Context: an optimization exercise on an open-source flow, tuned for small area, a short achievable clock period and few clock cycles per item. The choices shown serve that exercise and are no tape-out recipe.
Only simulation tests tie the RTL to the original design; equivalence was not proved.
No activity file was given, so power comes from the tool's default toggle rates.

<file path="flow/design.v">
package mpc_pkg;
   localparam int TAG_W        = 31;
   localparam int CNT_W        = 32;
   localparam int SIZE_CFG_W   = 5;
   localparam int OCC_OUT_W    = 5;
   localparam int DATA_W       = 32;
   localparam int ADDR_W       = 3;
   localparam int DEF_SLOTS    = 16;
   localparam logic [SIZE_CFG_W-1:0] ACTIVE_SIZE_RESET = 5'd16;
   localparam logic [CNT_W-1:0]      CNT_RESET         = 32'd1;
   localparam logic [CNT_W-1:0]      CNT_MAX           = 32'hFFFF_FFFF;
   localparam logic REG_ACTIVE_SIZE = 1'b0;
   typedef enum logic [1:0] {
      KIND_LOOKUP = 2'd0,
      KIND_INSERT = 2'd1,
      KIND_REMOVE = 2'd2,
      KIND_DROP   = 2'd3
   } kind_type;
   typedef enum logic [1:0] {
      ST_IDLE  = 2'd0,
      ST_CMP   = 2'd1,
      ST_APPLY = 2'd2
   } state_type;
   typedef struct packed {
      logic     cmp_en;
      logic     apply_en;
      logic     trim_en;
      kind_type kind;
   } cell_ctl_type;
   function automatic logic [CNT_W-1:0] sat_inc(input logic [CNT_W-1:0] v);
      sat_inc = (v == CNT_MAX) ? v : v + CNT_W'(1);
   endfunction
endpackage
module mpc_cell #(
   parameter int SLOTS  = mpc_pkg::DEF_SLOTS,
   parameter int INDEX  = 0,
   parameter int SIZE_W = $clog2(SLOTS + 1)
) (
   input  logic                     clock,
   input  logic                     reset,
   input  mpc_pkg::cell_ctl_type    ctl,
   input  logic [SIZE_W-1:0]        eff_size,
   input  logic [mpc_pkg::TAG_W-1:0] op_tag,
   input  logic [mpc_pkg::TAG_W-1:0] prev_tag,
   input  logic                     prev_valid,
   input  logic [mpc_pkg::TAG_W-1:0] next_tag,
   input  logic                     next_valid,
   input  logic                     above_in,
   input  logic                     hit_any,
   output logic                     above_out,
   output logic [mpc_pkg::TAG_W-1:0] tag_out,
   output logic                     valid_out
);
   logic [mpc_pkg::TAG_W-1:0] tag_ff;
   logic                      valid_ff;
   logic                      match_ff;
   logic                      in_size;
   assign in_size   = SIZE_W'(INDEX) < eff_size;
   assign above_out = above_in | match_ff;
   assign tag_out   = tag_ff;
   assign valid_out = valid_ff;
   always_ff @(posedge clock) begin
      if (ctl.cmp_en) begin
         match_ff <= valid_ff && (tag_ff == op_tag);
      end
   end
   always_ff @(posedge clock) begin
      if (reset) begin
         valid_ff <= 1'b0;
      end else if (ctl.trim_en) begin
         if (!in_size) begin
            valid_ff <= 1'b0;
         end
      end else if (ctl.apply_en) begin
         unique case (ctl.kind)
            mpc_pkg::KIND_LOOKUP: begin
            end
            mpc_pkg::KIND_INSERT: begin
               if (in_size) begin
                  valid_ff <= prev_valid;
               end
            end
            mpc_pkg::KIND_REMOVE: begin
               if (above_out) begin
                  valid_ff <= next_valid;
               end
            end
            mpc_pkg::KIND_DROP: begin
               valid_ff <= 1'b0;
            end
            default: begin
            end
         endcase
      end
   end
   always_ff @(posedge clock) begin
      if (ctl.apply_en) begin
         unique case (ctl.kind)
            mpc_pkg::KIND_LOOKUP: begin
               if (hit_any && !above_in) begin
                  tag_ff <= prev_tag;
               end
            end
            mpc_pkg::KIND_INSERT: begin
               if (in_size) begin
                  tag_ff <= prev_tag;
               end
            end
            mpc_pkg::KIND_REMOVE: begin
               if (above_out) begin
                  tag_ff <= next_tag;
               end
            end
            mpc_pkg::KIND_DROP: begin
            end
            default: begin
            end
         endcase
      end
   end
endmodule
module mru_page_tag_cache #(
   parameter int SLOTS = mpc_pkg::DEF_SLOTS
) (
   input  logic                              clock,
   input  logic                              reset,
   input  logic                              req_valid,
   output logic                              req_stall,
   input  logic [1:0]                        req_kind,
   input  logic [mpc_pkg::TAG_W-1:0]         req_page_offset,
   output logic                              rsp_valid,
   input  logic                              rsp_stall,
   output logic                              rsp_hit,
   output logic                              rsp_writeback_valid,
   output logic [mpc_pkg::TAG_W-1:0]         rsp_writeback_offset,
   output logic [mpc_pkg::CNT_W-1:0]         rsp_hit_count,
   output logic [mpc_pkg::CNT_W-1:0]         rsp_attempt_count,
   output logic [mpc_pkg::OCC_OUT_W-1:0]     rsp_occupancy,
   input  logic                              psel,
   input  logic                              penable,
   input  logic                              pwrite,
   input  logic [mpc_pkg::ADDR_W-1:0]        paddr,
   input  logic [mpc_pkg::DATA_W-1:0]        pwdata,
   output logic [mpc_pkg::DATA_W-1:0]        prdata,
   output logic                              pready
);
   localparam int SIZE_W = $clog2(SLOTS + 1);
   localparam int IDX_W  = $clog2(SLOTS);
   mpc_pkg::state_type state_ff, state_in;
   mpc_pkg::kind_type  kind_ff;
   logic [mpc_pkg::TAG_W-1:0]      op_tag_ff;
   logic [mpc_pkg::SIZE_CFG_W-1:0] active_size_ff;
   logic                           trim_pend_ff;
   logic [SIZE_W-1:0]              occ_ff, occ_in;
   logic [mpc_pkg::CNT_W-1:0]      hit_total_ff, hit_total_in;
   logic [mpc_pkg::CNT_W-1:0]      attempt_total_ff, attempt_total_in;
   logic                           rsp_valid_ff;
   logic                           rsp_hit_ff, rsp_hit_in;
   logic                           rsp_wb_valid_ff, rsp_wb_valid_in;
   logic [mpc_pkg::TAG_W-1:0]      rsp_wb_offset_ff, rsp_wb_offset_in;
   logic [mpc_pkg::OCC_OUT_W-1:0]  rsp_occ_ff;
   logic [SIZE_W-1:0]              eff_size;
   logic [IDX_W-1:0]               last_idx;
   logic                           req_accept, rsp_accept, csr_write, load_rsp;
   mpc_pkg::cell_ctl_type          ctl;
   logic [mpc_pkg::TAG_W-1:0]      tag_q [SLOTS];
   logic [SLOTS-1:0]               valid_q;
   logic [SLOTS:0]                 above;
   logic                           hit_any;
   assign pready     = 1'b1;
   assign prdata     = mpc_pkg::DATA_W'(active_size_ff);
   assign csr_write  = psel && penable && pwrite && (paddr[2] == mpc_pkg::REG_ACTIVE_SIZE);
   assign req_stall  = (state_ff != mpc_pkg::ST_IDLE);
   assign req_accept = req_valid && !req_stall;
   assign rsp_accept = rsp_valid_ff && !rsp_stall;
   always_comb begin
      if (active_size_ff == '0) begin
         eff_size = SIZE_W'(1);
      end else if (int'(active_size_ff) > SLOTS) begin
         eff_size = SIZE_W'(SLOTS);
      end else begin
         eff_size = SIZE_W'(active_size_ff);
      end
   end
   assign last_idx = IDX_W'(eff_size - SIZE_W'(1));
   assign ctl.cmp_en   = (state_ff == mpc_pkg::ST_CMP);
   assign ctl.apply_en = load_rsp;
   assign ctl.trim_en  = trim_pend_ff;
   assign ctl.kind     = kind_ff;
   assign above[0] = 1'b0;
   assign hit_any  = above[SLOTS];
   for (genvar i = 0; i < SLOTS; i++) begin : g_cell
      logic [mpc_pkg::TAG_W-1:0] prev_tag, next_tag;
      logic                      prev_valid, next_valid;
      if (i == 0) begin : g_first
         assign prev_tag   = op_tag_ff;
         assign prev_valid = 1'b1;
      end else begin : g_mid
         assign prev_tag   = tag_q[i-1];
         assign prev_valid = valid_q[i-1];
      end
      if (i == SLOTS - 1) begin : g_last
         assign next_tag   = '0;
         assign next_valid = 1'b0;
      end else begin : g_inner
         assign next_tag   = tag_q[i+1];
         assign next_valid = valid_q[i+1];
      end
      mpc_cell #(
         .SLOTS  (SLOTS),
         .INDEX  (i),
         .SIZE_W (SIZE_W)
      ) u_cell (
         .clock      (clock),
         .reset      (reset),
         .ctl        (ctl),
         .eff_size   (eff_size),
         .op_tag     (op_tag_ff),
         .prev_tag   (prev_tag),
         .prev_valid (prev_valid),
         .next_tag   (next_tag),
         .next_valid (next_valid),
         .above_in   (above[i]),
         .hit_any    (hit_any),
         .above_out  (above[i+1]),
         .tag_out    (tag_q[i]),
         .valid_out  (valid_q[i])
      );
   end
   always_comb begin
      state_in = state_ff;
      load_rsp = 1'b0;
      unique case (state_ff)
         mpc_pkg::ST_IDLE: begin
            if (req_accept) begin
               state_in = mpc_pkg::ST_CMP;
            end
         end
         mpc_pkg::ST_CMP: begin
            state_in = mpc_pkg::ST_APPLY;
         end
         mpc_pkg::ST_APPLY: begin
            if (!rsp_valid_ff || !rsp_stall) begin
               load_rsp = 1'b1;
               state_in = mpc_pkg::ST_IDLE;
            end
         end
         default: begin
            state_in = mpc_pkg::ST_IDLE;
         end
      endcase
   end
   always_comb begin
      occ_in           = occ_ff;
      hit_total_in     = hit_total_ff;
      attempt_total_in = attempt_total_ff;
      rsp_hit_in       = 1'b0;
      rsp_wb_valid_in  = 1'b0;
      rsp_wb_offset_in = '0;
      unique case (kind_ff)
         mpc_pkg::KIND_LOOKUP: begin
            attempt_total_in = mpc_pkg::sat_inc(attempt_total_ff);
            if (hit_any) begin
               rsp_hit_in   = 1'b1;
               hit_total_in = mpc_pkg::sat_inc(hit_total_ff);
            end
         end
         mpc_pkg::KIND_INSERT: begin
            if (valid_q[last_idx]) begin
               rsp_wb_valid_in  = 1'b1;
               rsp_wb_offset_in = tag_q[last_idx];
            end
            if (occ_ff < eff_size) begin
               occ_in = occ_ff + SIZE_W'(1);
            end
         end
         mpc_pkg::KIND_REMOVE: begin
            if (hit_any) begin
               rsp_wb_valid_in  = 1'b1;
               rsp_wb_offset_in = op_tag_ff;
               occ_in           = occ_ff - SIZE_W'(1);
            end
         end
         mpc_pkg::KIND_DROP: begin
            occ_in = '0;
         end
         default: begin
         end
      endcase
   end
   always_ff @(posedge clock) begin
      if (reset) begin
         state_ff         <= mpc_pkg::ST_IDLE;
         rsp_valid_ff     <= 1'b0;
         active_size_ff   <= mpc_pkg::ACTIVE_SIZE_RESET;
         trim_pend_ff     <= 1'b0;
         occ_ff           <= '0;
         hit_total_ff     <= mpc_pkg::CNT_RESET;
         attempt_total_ff <= mpc_pkg::CNT_RESET;
      end else begin
         state_ff     <= state_in;
         trim_pend_ff <= csr_write;
         if (csr_write) begin
            active_size_ff <= pwdata[mpc_pkg::SIZE_CFG_W-1:0];
         end
         if (trim_pend_ff) begin
            if (occ_ff > eff_size) begin
               occ_ff <= eff_size;
            end
         end else if (load_rsp) begin
            occ_ff           <= occ_in;
            hit_total_ff     <= hit_total_in;
            attempt_total_ff <= attempt_total_in;
         end
         if (load_rsp) begin
            rsp_valid_ff <= 1'b1;
         end else if (rsp_accept) begin
            rsp_valid_ff <= 1'b0;
         end
      end
   end
   always_ff @(posedge clock) begin
      if (req_accept) begin
         kind_ff   <= mpc_pkg::kind_type'(req_kind);
         op_tag_ff <= req_page_offset;
      end
      if (load_rsp) begin
         rsp_hit_ff       <= rsp_hit_in;
         rsp_wb_valid_ff  <= rsp_wb_valid_in;
         rsp_wb_offset_ff <= rsp_wb_offset_in;
         rsp_occ_ff       <= mpc_pkg::OCC_OUT_W'(occ_in);
      end
   end
   assign rsp_valid            = rsp_valid_ff;
   assign rsp_hit              = rsp_hit_ff;
   assign rsp_writeback_valid  = rsp_wb_valid_ff;
   assign rsp_writeback_offset = rsp_wb_offset_ff;
   assign rsp_hit_count        = hit_total_ff;
   assign rsp_attempt_count    = attempt_total_ff;
   assign rsp_occupancy        = rsp_occ_ff;
endmodule
</file>
<file path="flow/constraint.sdc">
create_clock -name core_clock -period 5.5 [get_ports {clock}]
set_input_delay 1.1000 -clock core_clock [delete_from_list [all_inputs] [get_ports {clock}]]
set_output_delay 1.1000 -clock core_clock [all_outputs]
set_load 0.01 [all_outputs]
</file>
<file path="flow/config.mk">
export PLATFORM = sky130hd
export DESIGN_NAME = mru_page_tag_cache
export DESIGN_NICKNAME = mru_page_tag_cache
export VERILOG_FILES = /design/flow/design.v
export SDC_FILE = /design/flow/constraint.sdc
export NUM_CORES = 4
export LEC_CHECK = 0
export CAP_MARGIN = 20
export CORE_MARGIN = 2
export CORE_UTILIZATION = 40
export SLEW_MARGIN = 20
</file>
<file path="flow/run.sh">
#!/bin/bash
# synth_recipe.tcl (not shown) runs the flow's synth.tcl, then flattens the netlist and writes it again
# the make line also repeats each setting of config.mk as NAME=value (left out here)
make -C /OpenROAD-flow-scripts/flow DESIGN_CONFIG=/design/flow/config.mk WORK_HOME=/design/flow/orfs CLKGATE_MAP_FILE= SYNTH_SCRIPT=/design/flow/synth_recipe.tcl finish
</file>
==> impl_metrics.py <==
metrics = {
    "sta": {
        "fin_ws_ns": 1.16,
        "fin_tns_setup_ns": 0,
        "max_freq_mhz": 230,
        "slew_headroom_pct": 21.0,
        "fin_skew_ns": 0.0444,
        "final_hold_viol_count": 0,
        "finalSetupViolCount": 0,
        "min_period_over_period_pct": 78.9,
        "worst_pin_slew_ns": 1.17,
        "fin_crit_ns": 4.34,
        "drv_slew": 0,
        "rsz0062_at_grt": "false",
    },
    "routing": {
        "drtAntennaViolNets": 0,
        "vias": 28895,
        "drt_wl_total_um": 145000,
        "routed_via_density": 6.28,
        "drc": 0,
        "drtIter0Drc": 4376,
        "first_pass_iters": 7,
        "wl_per_cell_um": 31.5,
    },
    "synthesis": {
        "yosys.area.top_type": "edfxtp_1",
        "synth_fa_ha_area_share_pct": 0.621,
        "yosysSeqAreaShare_pct": 50.7,
        "synth_top_area_share_pct": 45.8,
        "synthMuxAreaShare_pct": 14.0,
        "yosysWarnings": 18,
        "synth_compound_area_share_pct": 9.68,
        "synthFlopType": "edfxtp_1",
        "async_reset_ff_share_pct": 0,
        "synth-edff-count": 583,
        "ys_seq_elements": 677,
        "synthTopCellsByArea": "edfxtp_1 46%, mux2_2 14%, xor2_1 9.6%",
        "synthSimpleGateAreaFrac_pct": 9.23,
        "synth_cell_types": 78,
        "avgSynthCellArea_um2": 12.1,
        "synth_cells": 3167,
        "synth_top_family_by_area": "multiplexers",
        "synth_xor_area_share_pct": 12.6,
        "netlist_area_um2": 38300,
    },
    "worst_setup_path": {
        "crit_chain": "clkinv_1 > nand2_1 > inv_1 > ha_4 > buf_12 > a222oi_1 > o22ai_1 > or4_1 > a221oi_1 > o21ai_0",
        "critPathSlowestCell": "a222oi_1",
        "cp.required_ns": 5.88,
        "cp.arrival_ns": 4.72,
        "crit_path_end_kind": "register",
        "slowest_delay_ns": 0.75,
        "worstPathMaxFanout": 35,
        "cp-start-kind": "register",
        "path_class": "register to register",
    },
    "global_route": {
        "overflow": 0,
        "grt_max_degree": 169,
        "antenna_found_initial": 2,
        "track_usage_pct": 28.7,
        "grt_pass1_wl_um": 204000,
        "grt_pass1_vias": 27306,
    },
    "placed_design": {
        "hpwl_um": 104000,
        "gp_congestion": 0.974,
        "io_buffers": 154,
        "preCtsSetupSlack_ns": 1.33,
    },
    "clocking": {
        "cts_setup_buffers": 0,
        "cts_made_buffers": 80,
        "clkSinkCount": 677,
        "cts.htree.levels": 3,
        "clk_pin_slew_ns": 0.06,
        "clockBufferDepth": 3,
        "root_buffer": "clkbuf_16",
        "cts_tree": "done",
        "cts_resized": 0,
        "hold_buffers": 0,
        "clkLatencyLatePin_ns": 0.67,
    },
    "final_layout": {
        "fill_cells": 8684,
        "fin_nets": 3369,
        "drive_gt1_share_pct": 21.8,
        "syn_to_final_growth_pct": 15.2,
        "final_common_cell": "edfxtp_1",
        "diodes": 0,
        "mostFrequentLayoutCells": "583 x edfxtp_1, 462 x mux2_2, 421 x xor2_1, 153 x clkdlybuf4s50_1, 149 x nor2_1",
    },
    "floorplanning": {
        "dieArea_um2": 98100,
        "fp.dieH_um": 313,
        "io_pins": 212,
        "start_util_pct": 40.3,
        "die_x_um": 313,
        "fp-row-count": 113,
        "core_um2": 94900,
    },
    "min_path": {
        "hold_class": "register to register",
    },
    "run_status": {
        "status": "timing/DRC/antenna clean",
    },
    "power": {
        "p_leak_nw": 14.7,
        "p_per_area_nw_per_um2": 286,
        "peakVddDrop_v": 0.000219,
    },
    "run": {
        "drv_cap": 0,
    },
}
## metrics by stage
| stage | power (mW) | area (µm²) | instances | util (%) | hold slack [ns] |
|---|---|---|---|---|---|
| 2_1_floorplan | 6.69 | 38400 | 3193 | - | 0.465 |
| 3_3_place_gp | 7.21 | 41400 | 4456 | 43.6 | 0.485 |
| 3_5_place_dp | 7.22 | 41400 | 4457 | 43.7 | 0.507 |
| 4_1_cts | 12.6 | 44000 | 4600 | 46.4 | 0.514 |
| 5_1_grt | 12.9 | 44100 | 4601 | 46.4 | 0.544 |
| 6_report | 12.6 | 44100 | 4601 | 46.4 | 0.516 |
## metal layers
layer / global-route usage (%) / wire, µm
met1: 38.0 / 56500
met2: 44.8 / 65600
met3: 5.63 / 14600
met4: 14.6 / 8520
met5: 0 / 0
## where the power goes
part	switching (mW)	internal, mW	leakage, nW
combinational	0.795	0.495	7.35
clock	2.28	3.18	1.29
sequential	0.174	5.70	6.06
## worst max-delay path: cells and delay by family, from the launching register on
kind / cells / cell delay, ns
buffers and inverters: 3 / 0.75
DFF: 1 / 0.33
and+or+nand+nor: 2 / 0.99
AOI/OAI and AO/OA: 4 / 1.54
adders and majority gates: 1 / 0.38
## path summary, 6_finish.rpt
path | from | to | slack (ns) | cells after the start
min | attempt_total_ff[21] | attempt_total_ff[21] | 0.52 | 2
max reg2reg | active_size_ff[4] | rsp_wb_offset_ff[20] | 1.16 | 10
min reg2reg | attempt_total_ff[21] | attempt_total_ff[21] | 0.52 | 2
max | active_size_ff[4] | rsp_wb_offset_ff[20] | 1.16 | 10
## synth_stat cells (37+ instances only)
cell type and instances:
a21oi_1 52, a221oi_1 40, a22o_1 69, a22oi_1 81, buf_1 39, clkbuf_1 179, dfxtp_1 94, edfxtp_1 583
inv_1 37, mux2_2 462, nand2_1 100, nand3_1 55, nand4_1 65, nor2_1 156, nor4_1 120, o22ai_1 46
xnor2_1 129, xor2_1 421
## cells by family (layout without fill, tap and decap cells)
logic type | after synthesis | after routing
other | 2 | 28
muxes | 473 | 473
and+or+nand+nor | 668 | 668
buffers and inverters | 291 | 434
DFF | 677 | 677
AOI/OAI and AO/OA | 487 | 487
xor gates and xnor gates | 550 | 550
adders and majority gates | 19 | 19
## state kept, by name, indices dropped and copies added (netlist names), 5 cells and up
name                    cells
active_size_ff              5
attempt_total_ff           32
g_cell.u_cell.match_ff     16
g_cell.u_cell.tag_ff      496
g_cell.u_cell.valid_ff     16
hit_total_ff               32
occ_ff                      5
op_tag_ff                  31
rsp_occ_ff                  5
rsp_wb_offset_ff           31
## area by class of cell
class | instances | area [µm²] | area share (%)
clock buffers | 105 | 2230 | 5.07
clock inverters | 38 | 369 | 0.838
inverters | 38 | 143 | 0.324
multi-input cells | 2225 | 18000 | 40.8
flip-flops and latches | 677 | 19400 | 44.0
well taps | 1265 | 1580 | 3.59
repair buffers | 253 | 2380 | 5.39
Testbench counts, summed over its fixed seeds: cycles 14,424, items 4,800.

-- port drivers added, routing unchanged --
Ports are ideal in the flow. The routed layout listed here was re-timed in OpenROAD.
Step 1: set_driving_cell puts a clkbuf_16 on clock and a buf_2 on each other input, an assumption about the parent block.
Step 2 moves the port delays by t, midway between the first and last clock arrival at a register: inputs arrive t later, outputs are due t later. That takes back most of the time a late clock gives input paths.
a / b / c = ideal ports / drivers / drivers and shift; a / b = the first two.
t (ns): 0.726
setup slack, ns: 1.160 / 1.160 / 1.160
worst setup path after step 2: register to register
cell pins on the clock port's net: 1
After both steps this run still meets setup and hold. For this run, drivers alone change the setup slack by 0.000 ns; drivers and shift together by 0.000 ns.
